What follows belongs to an exercise in optimizing a design on an open flow for small area, a short achievable clock period and few clock cycles per item; a production flow would make more cautious choices.
Where RTL was checked, it was by simulation tests only, not by an equivalence proof against the original.

==> raven <==
// adsr_envelope_generator
module adsr_envelope_generator #(
  parameter int POSITION_BITS = 24
) (
  input  wire         clk,
  input  wire         rst,
  input  wire         psel,
  input  wire         penable,
  input  wire         pwrite,
  input  wire  [3:0]  paddr,
  input  wire  [31:0] pwdata,
  output logic [31:0] prdata,
  output logic        pready,
  input  wire         s_axis_tvalid,
  output logic        s_axis_tready,
  input  wire  [23:0] s_axis_tdata,   
  input  wire  [1:0]  s_axis_tuser,   
  output logic        m_axis_tvalid,
  input  wire         m_axis_tready,
  output logic [39:0] m_axis_tdata    
);
Settings: LEC_CHECK=0, CAP_MARGIN=20, CORE_MARGIN=2, CORE_UTILIZATION=60, CTS_BUF_LIST=sky130_fd_sc_hd__clkbuf_4 sky130_fd_sc_hd__clkbuf_8, SLEW_MARGIN=20; clock period 13.0 ns.
standard.sh (not shown) runs the stock make flow with config.mk's settings and CLKGATE_MAP_FILE= SYNTH_SCRIPT=/design/flow/synth_recipe.tcl, a recipe that flattens the netlist after the stock synthesis.
==> flow/flow/run.sh <==
#!/bin/bash
# standard synthesis, then the standard layout with small port buffers and a
# larger setup margin for repair_timing
set -euo pipefail
bash standard.sh synth > synth.log 2>&1
bash standard.sh "BUFFER_PORTS_ARGS=-buffer_cell sky130_fd_sc_hd__buf_2" SETUP_SLACK_MARGIN=8 finish > layout.log 2>&1
==> inputs of ember, as changes to raven <==
--- a/flow/design.v
+++ b/flow/design.v
@@ -999,10 +999,138 @@
   );
   logic sync_start, len_z;
   assign len_z = (len == '0);
   assign sync_start = !sync_on && need_sync && ramp && cur_ok && !(bc_v && !is_smp);
   always_ff @(posedge clk) begin
+    if (eng_busy) begin
+      eng_cnt <= eng_cnt + 4'd1;
+      if (eng_cnt == 4'd15) begin
+        eng_busy <= 1'b0;
+        eng_ok   <= 1'b1;
+      end
+    end
+    if (div_start) begin
+      eng_busy <= 1'b1;
+      eng_ok   <= 1'b0;
+      eng_tag  <= job;
+      eng_cnt  <= '0;
+    end
+    if (k_go) begin
+      k_a   <= bc_a;
+      k_add <= 1'b0;
+      k_j   <= k_msb - 5'd1;
+      if (k_n == '0) begin
+        k_q  <= '0;
+        k_r  <= '0;
+      end else begin
+        k_q  <= eng_q;
+        k_r  <= eng_r;
+      end
+      k_ok   <= (k_msb == '0);
+      k_busy <= (k_msb != '0);
+    end else if (k_busy) begin
+      k_q <= k_wrap ? k_qb : k_qa;
+      k_r <= k_wrap ? k_t1[23:0] : k_t0[23:0];
+      if (!k_add && k_n[k_j]) begin
+        k_add <= 1'b1;
+      end else begin
+        k_add <= 1'b0;
+        k_j   <= k_j - 5'd1;
+        if (k_j == '0) begin
+          k_busy <= 1'b0;
+          k_ok   <= 1'b1;
+        end
+      end
+    end
+    if (need_sync && !ramp) begin
+      need_sync <= 1'b0;
+      if (phase == adsr_pkg::PH_SUSTAIN) lvl <= s_cl;
+    end
+    if (sync_start) begin
+      need_sync <= 1'b0;
+      lvl       <= lvl_entry;
+      r         <= '0;
+      if ({1'b0, pos} > {1'b0, len}) pos <= len;
+      sync_on   <= !len_z;
+      sync_ph   <= 2'd0;
+      k_ok      <= 1'b0;
+      k_busy    <= 1'b0;
+    end
+    if (sync_on) begin
+      case (sync_ph)
+        2'd0: if (k_ok) sync_ph <= 2'd1;
+        2'd1: begin
+          lvl     <= lvl_new;
+          r       <= r_new;
+          sync_ph <= 2'd2;
+        end
+        default: begin
+          sync_on <= 1'b0;
+          k_ok    <= 1'b0;
+        end
+      endcase
+    end
+    if (c_fire) begin
+      case (bc_kind)
+        adsr_pkg::KIND_ATTACK: begin
+          phase     <= adsr_pkg::PH_ATTACK;
+          lvl       <= (att_len == '0) ? UNITY : 16'd0;
+          lvl0      <= 1'b1;
+          pos       <= '0;
+          r         <= '0;
+          need_sync <= 1'b0;
+          k_ok      <= 1'b0;
+        end
+        adsr_pkg::KIND_RELEASE: begin
+          phase     <= adsr_pkg::PH_RELEASE;
+          rsl       <= cur_level;
+          lvl       <= (rel_len == '0) ? 16'd0 : cur_level;
+          pos       <= '0;
+          r         <= '0;
+          need_sync <= 1'b0;
+          k_ok      <= 1'b0;
+          if (!(eng_tag == adsr_pkg::JOB_R && phase == adsr_pkg::PH_SUSTAIN &&
+                cur_level == s_cl)) begin
+            eng_busy <= 1'b0;
+            eng_ok   <= 1'b0;
+          end
+        end
+        adsr_pkg::KIND_OFF: begin
+          phase     <= adsr_pkg::PH_OFF;
+          lvl       <= '0;
+          need_sync <= 1'b0;
+        end
+        default: begin
+          lvl0 <= 1'b0;
+          if (ramp) begin
+            if (p_end) begin
+              phase <= ph_next;
+              pos   <= '0;
+              r     <= '0;
+              k_ok  <= 1'b0;
+              case (phase)
+                adsr_pkg::PH_ATTACK: lvl <= UNITY;
+                adsr_pkg::PH_DECAY:  lvl <= s_cl;
+                default:             lvl <= '0;
+              endcase
+            end else begin
+              pos <= p_sum[23:0];
+              lvl <= lvl_new;
+              r   <= r_new;
+            end
+          end
+        end
+      endcase
+    end
+    if (cfg_wr) begin
+      eng_busy  <= 1'b0;
+      eng_ok    <= 1'b0;
+      k_ok      <= 1'b0;
+      k_busy    <= 1'b0;
+      sync_on   <= 1'b0;
+      need_sync <= 1'b1;
+    end
     if (rst) begin
       phase     <= adsr_pkg::PH_OFF;
       lvl       <= '0;
       lvl0      <= 1'b1;
       eng_busy  <= 1'b0;
@@ -1011,139 +1139,10 @@
       eng_cnt   <= '0;
       k_ok      <= 1'b0;
       k_busy    <= 1'b0;
       need_sync <= 1'b0;
       sync_on   <= 1'b0;
-    end else begin
-      if (eng_busy) begin
-        eng_cnt <= eng_cnt + 4'd1;
-        if (eng_cnt == 4'd15) begin
-          eng_busy <= 1'b0;
-          eng_ok   <= 1'b1;
-        end
-      end
-      if (div_start) begin
-        eng_busy <= 1'b1;
-        eng_ok   <= 1'b0;
-        eng_tag  <= job;
-        eng_cnt  <= '0;
-      end
-      if (k_go) begin
-        k_a   <= bc_a;
-        k_add <= 1'b0;
-        k_j   <= k_msb - 5'd1;
-        if (k_n == '0) begin
-          k_q  <= '0;
-          k_r  <= '0;
-        end else begin
-          k_q  <= eng_q;
-          k_r  <= eng_r;
-        end
-        k_ok   <= (k_msb == '0);
-        k_busy <= (k_msb != '0);
-      end else if (k_busy) begin
-        k_q <= k_wrap ? k_qb : k_qa;
-        k_r <= k_wrap ? k_t1[23:0] : k_t0[23:0];
-        if (!k_add && k_n[k_j]) begin
-          k_add <= 1'b1;
-        end else begin
-          k_add <= 1'b0;
-          k_j   <= k_j - 5'd1;
-          if (k_j == '0) begin
-            k_busy <= 1'b0;
-            k_ok   <= 1'b1;
-          end
-        end
-      end
-      if (need_sync && !ramp) begin
-        need_sync <= 1'b0;
-        if (phase == adsr_pkg::PH_SUSTAIN) lvl <= s_cl;
-      end
-      if (sync_start) begin
-        need_sync <= 1'b0;
-        lvl       <= lvl_entry;
-        r         <= '0;
-        if ({1'b0, pos} > {1'b0, len}) pos <= len;
-        sync_on   <= !len_z;
-        sync_ph   <= 2'd0;
-        k_ok      <= 1'b0;
-        k_busy    <= 1'b0;
-      end
-      if (sync_on) begin
-        case (sync_ph)
-          2'd0: if (k_ok) sync_ph <= 2'd1;
-          2'd1: begin
-            lvl     <= lvl_new;
-            r       <= r_new;
-            sync_ph <= 2'd2;
-          end
-          default: begin
-            sync_on <= 1'b0;
-            k_ok    <= 1'b0;
-          end
-        endcase
-      end
-      if (c_fire) begin
-        case (bc_kind)
-          adsr_pkg::KIND_ATTACK: begin
-            phase     <= adsr_pkg::PH_ATTACK;
-            lvl       <= (att_len == '0) ? UNITY : 16'd0;
-            lvl0      <= 1'b1;
-            pos       <= '0;
-            r         <= '0;
-            need_sync <= 1'b0;
-            k_ok      <= 1'b0;
-          end
-          adsr_pkg::KIND_RELEASE: begin
-            phase     <= adsr_pkg::PH_RELEASE;
-            rsl       <= cur_level;
-            lvl       <= (rel_len == '0) ? 16'd0 : cur_level;
-            pos       <= '0;
-            r         <= '0;
-            need_sync <= 1'b0;
-            k_ok      <= 1'b0;
-            if (!(eng_tag == adsr_pkg::JOB_R && phase == adsr_pkg::PH_SUSTAIN &&
-                  cur_level == s_cl)) begin
-              eng_busy <= 1'b0;
-              eng_ok   <= 1'b0;
-            end
-          end
-          adsr_pkg::KIND_OFF: begin
-            phase     <= adsr_pkg::PH_OFF;
-            lvl       <= '0;
-            need_sync <= 1'b0;
-          end
-          default: begin
-            lvl0 <= 1'b0;
-            if (ramp) begin
-              if (p_end) begin
-                phase <= ph_next;
-                pos   <= '0;
-                r     <= '0;
-                k_ok  <= 1'b0;
-                case (phase)
-                  adsr_pkg::PH_ATTACK: lvl <= UNITY;
-                  adsr_pkg::PH_DECAY:  lvl <= s_cl;
-                  default:             lvl <= '0;
-                endcase
-              end else begin
-                pos <= p_sum[23:0];
-                lvl <= lvl_new;
-                r   <= r_new;
-              end
-            end
-          end
-        endcase
-      end
-      if (cfg_wr) begin
-        eng_busy  <= 1'b0;
-        eng_ok    <= 1'b0;
-        k_ok      <= 1'b0;
-        k_busy    <= 1'b0;
-        sync_on   <= 1'b0;
-        need_sync <= 1'b1;
-      end
     end
   end
   logic [15:0] mul_ha, mul_hb;
   logic        mul_c;
   adsr_mul u_mul (
Settings changed: TNS_END_PERCENT set to 10.
==> reports/metrics.yaml <==
status: "timing/DRC/antenna clean"
clkTransAtPathRegs_ns: 0.06
switching_pwr_mw: 2.864
chipWidth_um: 262.5
gr-usage-met2_pct: 56.98
worstSetupPathDepth: 18
detailroute.via_count: 35250
global_route.usage.met1_pct: 50.06
comb-power_mw: 3.33
That was ember.
==> reports/metrics.yaml <==
status: "timing/DRC/antenna clean"
gr-usage-met2_pct: 56.51
comb-power_mw: 1.73
place_area_sq_um: 42210
detailroute.via_count: 35670
grt-ovfl-total: 0
timing.hold.worst_path_depth: 0
global_route.usage.met1_pct: 50.95
chipWidth_um: 264.8
final_common_cell: "sky130_fd_sc_hd__nand2_1"
clkTransAtPathRegs_ns: 0.07
worstSetupPathDepth: 23
switching_pwr_mw: 1.808
That was raven.
Testbench counts of ember, summed over its fixed seeds: cycles 45,584, items 43,471.
No functional check of the RTL was part of raven.

[static timing again, ports no longer ideal]
The flow's constraints put no driver on any port. The routed layouts listed below were extracted and timed again, unchanged, in two steps. Step 1 (the two cells are an assumption about what drives the block):
set clk [get_ports {clk}]
set_driving_cell -lib_cell sky130_fd_sc_hd__clkbuf_16 $clk
set_driving_cell -lib_cell sky130_fd_sc_hd__buf_2 [delete_from_list [all_inputs] $clk]
Step 2 also shifts input and output timing later by t, the mid clock arrival at the registers, as if the neighbouring blocks saw the same clock. a / b / c = ideal / step 1 / step 2; a / b = the first two.
| run | t, ns | setup slack, ns | worst register clock-pin slew, ns | worst data-port slew with drivers (ns) | pins driven straight from the clock port |
|---|---|---|---|---|---|
| raven | 0.754 | 8.075 / 8.075 / 7.521 | 0.07 / 0.07 | 0.12 | 1 |
| ember | 0.776 | 7.986 / 7.986 / 7.362 | 0.07 / 0.07 | 0.05 | 1 |
After both steps setup and hold are still met in every run listed. The setup slack of ember, which loses most, moves by 0.000 ns with the drivers and by -0.624 ns with both steps.
